From an optimization exercise on the open Yosys and OpenROAD flow, aimed at a short achievable clock period and few clock cycles; shortcuts taken in it are not production practice. Power and IR drop assume default switching activity.

== the baseline ==
Design cvpCore, start of the top module:
module cvpCore (
  input  logic               Clk1,
  input  logic               reset,
  input  logic [16-1:0] DataIn,
  output logic [16-1:0] Addr,
  output logic [16-1:0] dataOut,
  output logic               RD,
  output logic               WR,
  output logic               V
);
Size: about 1800 flip-flops, about 53 I/O pins, about 0.11 sq mm of cells after synthesis.
Settings: LEC_CHECK=0, ABC_CLOCK_PERIOD_IN_PS=4000, CAP_MARGIN=20, CORE_MARGIN=2, CORE_UTILIZATION=60, SLEW_MARGIN=20; clock period 15.0 ns.
standard.sh (not shown) runs the stock make flow with config.mk's settings and CLKGATE_MAP_FILE= SYNTH_SCRIPT=/design/flow/synth_recipe.tcl, a recipe that flattens the netlist after the stock synthesis.
==> flow/flow/run.sh <==
#!/bin/bash
# Standard ORFS layout, with repair aiming well below the clock period.
set -euo pipefail
MARGIN=${MARGIN:-11.2}
bash standard.sh SETUP_SLACK_MARGIN=$MARGIN finish > flow_standard.log 2>&1
Input changes introduced in the candidate (baseline for comparison: the baseline):
--- a/flow/design.v
+++ b/flow/design.v
@@ -209,27 +209,30 @@
   logic [15:0] addrQ;
   logic        rdQ;
   logic        wrQ;
   logic [15:0] doutQ;
   logic [15:0] addrI;
   logic [2:0]  stCnt;
   logic        t1Fetch, t1Load;
   logic [15:0] t1Pc;
   logic [1:0]  t1Lane;
   logic [2:0]  t1Dst;
   logic        t2Fetch, t2Load;
   logic        t1Is, t2Is;
-  logic        kv, kJ;
+  logic        kv, kJ;   
   logic [15:0] kaddr, kword, kTarget;
   logic        injQ;
+  logic        useJq;
+  logic [3:0]  jIdxQ;
+  logic [15:0] kHitQ;
   logic [15:0] t2Pc;
   logic [1:0]  t2Lane;
   logic [2:0]  t2Dst;
   logic [15:0] fbase;
   logic        finc;
   logic [Q-1:0] qv;
   logic [15:0]  qi [Q];
   logic [15:0]  qpc [Q];
   logic [1:0]  seqLeft;
   logic        seqLoad;
   logic [1:0]  seqLane;
   logic [2:0]  seqDst;
@@ -299,33 +302,36 @@
   logic [15:0] jTargetS, jlTarget;
   assign isJ      = t2Fetch && DataIn[15:12] == 4'h8;
   assign jShort   = DataIn[11:3] == 9'h000 || DataIn[11:3] == 9'h1FF;
   assign jNowS    = isJ && jShort && DataIn[11:0] != 12'd1;
   assign jLongNow = isJ && !jShort;
   assign jNow     = jNowS || jlPend;
   logic [15:0] jCand [16];
   function automatic logic [15:0] jOff4(input logic [3:0] k);
     jOff4 = {{12{k[3]}}, k};
   endfunction
   logic [15:0] jCandX [16];
   logic [15:0] kHit;
-  logic        kWordJ, hitNow, kUse;
+  logic        kUse;
+  assign kJ      = kword[15:12] == 4'h8 &&
+                   (kword[11:3] == 9'h000 || kword[11:3] == 9'h1FF) &&
+                   kword[11:0] != 12'd1;
+  assign kTarget = kaddr + {{12{kword[3]}}, kword[3:0]};
   assign kUse = kv && kJ && !(stCnt != 3'd0 && addrI == kaddr);
   for (genvar k = 0; k < 16; k++) begin : g_kHit
     assign kHit[k]   = kUse && jCand[k] == kaddr;
     assign jCandX[k] = kHit[k] ? kTarget : jCand[k];
   end
   assign jTargetS = jCandX[DataIn[3:0]];
-  assign kWordJ   = DataIn[15:12] == 4'h8 && jShort && DataIn[11:0] != 12'd1;
-  assign hitNow   = kHit[DataIn[3:0]];
+  assign injQ     = useJq && kHitQ[jIdxQ];
   for (genvar k = 0; k < 16; k++) begin : g_jCand
     always_ff @(posedge Clk1) jCand[k] <= t1Pc + jOff4(4'(k));
   end
   cvpAdd #(.W(16)) u_jlTarget (
     .a (jlPc), .b ({{4{jlOff[11]}}, jlOff}), .cin (1'b0), .sum (jlTarget), .cout ()
   );
   logic       room, dataNext, doFetch;
   logic [15:0] seqFetch;
   logic        jSel;
   assign room      = !qv[Q-1] && !(qv[Q-2] && (t1Fetch || t2Fetch)) &&
                      !(qv[Q-3] && t1Fetch && t2Fetch);
   assign dataNext  = (issue && isMem) || seqLeft != 2'd0;
@@ -469,53 +475,53 @@
       stCnt   <= '0;
       doutQ   <= '0;
       rdQ     <= 1'b1;
       wrQ     <= 1'b0;
       t1Fetch <= 1'b1;
       t1Load  <= 1'b0;
       t1Pc    <= '0;
       t2Fetch <= 1'b0;
       t2Load  <= 1'b0;
       t1Is    <= 1'b1;
       t2Is    <= 1'b0;
       kv      <= 1'b0;
-      injQ    <= 1'b0;
+      useJq   <= 1'b0;
       jlPend  <= 1'b0;
       fbase   <= '0;
       finc    <= 1'b1;
       qv      <= '0;
       seqLeft <= '0;
       p1v     <= 1'b0;
       p2v     <= 1'b0;
       p3v     <= 1'b0;
       flag    <= 1'b0;
       for (int i = 0; i < 8; i++) begin
         vreg[i] <= '0;
         sreg[i] <= '0;
       end
     end else begin
       t2Fetch <= t1Fetch && !(jNowS || jLongNow || jlPend || flush);
       jlPend  <= jLongNow && !flush;
       jlPc    <= t2Pc;
       jlOff   <= DataIn[11:0];
       t2Load  <= t1Load;
       t2Pc    <= t1Pc;
       t2Is    <= t1Is;
-      injQ    <= useJ && hitNow;
+      useJq   <= useJ;
+      jIdxQ   <= DataIn[3:0];
+      kHitQ   <= kHit;
       if (t2Is && !t2Fetch) begin
         kv      <= !(stCnt != 3'd0 && addrI == t2Pc);
-        kJ      <= kWordJ;
         kaddr   <= t2Pc;
         kword   <= DataIn;
-        kTarget <= jCand[DataIn[3:0]];
       end else if (stCnt != 3'd0 && addrI == kaddr) begin
         kv      <= 1'b0;
       end
       t2Lane  <= t1Lane;
       t2Dst   <= t1Dst;
       t1Load <= 1'b0;
       t1Fetch <= 1'b0;
       t1Is    <= 1'b0;
       doutQ   <= '0;  
       if (issue && isMem) begin
         addrQ   <= base;
         addrI   <= base;
[summary]
Arrival time of data at the critical path endpoint for the candidate: 0.08 ns down relative to the baseline
On CTS sink count, the baseline and the candidate are neck and neck.
[compare] base=the baseline new=the candidate: internal power consumption saw an increase; final worst setup slack saw an increase.
Total design power in the candidate is 0.36 mW higher than in the baseline
Of the baseline and the candidate, the lower first-pass GRT wire length belongs to the candidate.
Area inside the core boundary: the candidate > the baseline
Going from the baseline to the candidate, the data required time at the worst endpoint was found to have gone up by 0.08 ns.
When the final numbers for the baseline and the candidate were put side by side, the final critical delay including setup and external delays turned out to be smaller in the candidate.
The baseline reports its capturing element of the worst setup path as t1Pc[5] while the candidate reports addrQ[13].
Lower wire length was reported by the candidate, not the baseline.
Post-CTS setup repair buffer count was lower in the run labelled the candidate.
On width of the die, the baseline and the candidate are neck and neck.
No functional check of the RTL was part of any run of this note.

re-timing with driven ports:
The flow's constraints put no driver on any port. The routed layouts listed below were extracted and timed again, unchanged, in two steps.
Step 1 assumes that a clkbuf_16 drives the clock port and a buf_2 every other input.
Step 2 adds t to the input delays and takes it off the output delays; t is the mean of the earliest and latest rising clock arrival at the registers after step 1. Input paths then give back, and output paths get back, about the clock's delay inside the block.
Slacks: no drivers / after step 1 / after step 2; pairs: no drivers / after step 1.
run | t, ns | setup slack, ns | worst data-port slew with drivers (ns)
the baseline | 0.958 | 10.238 / 9.996 / 9.039 | 0.47
the candidate | 0.964 | 10.398 / 10.413 / 9.448 | 0.11
After both steps every run listed still meets setup and hold. The setup slack of the baseline, which loses most, moves by -0.242 ns with the drivers and by -1.199 ns with both steps.
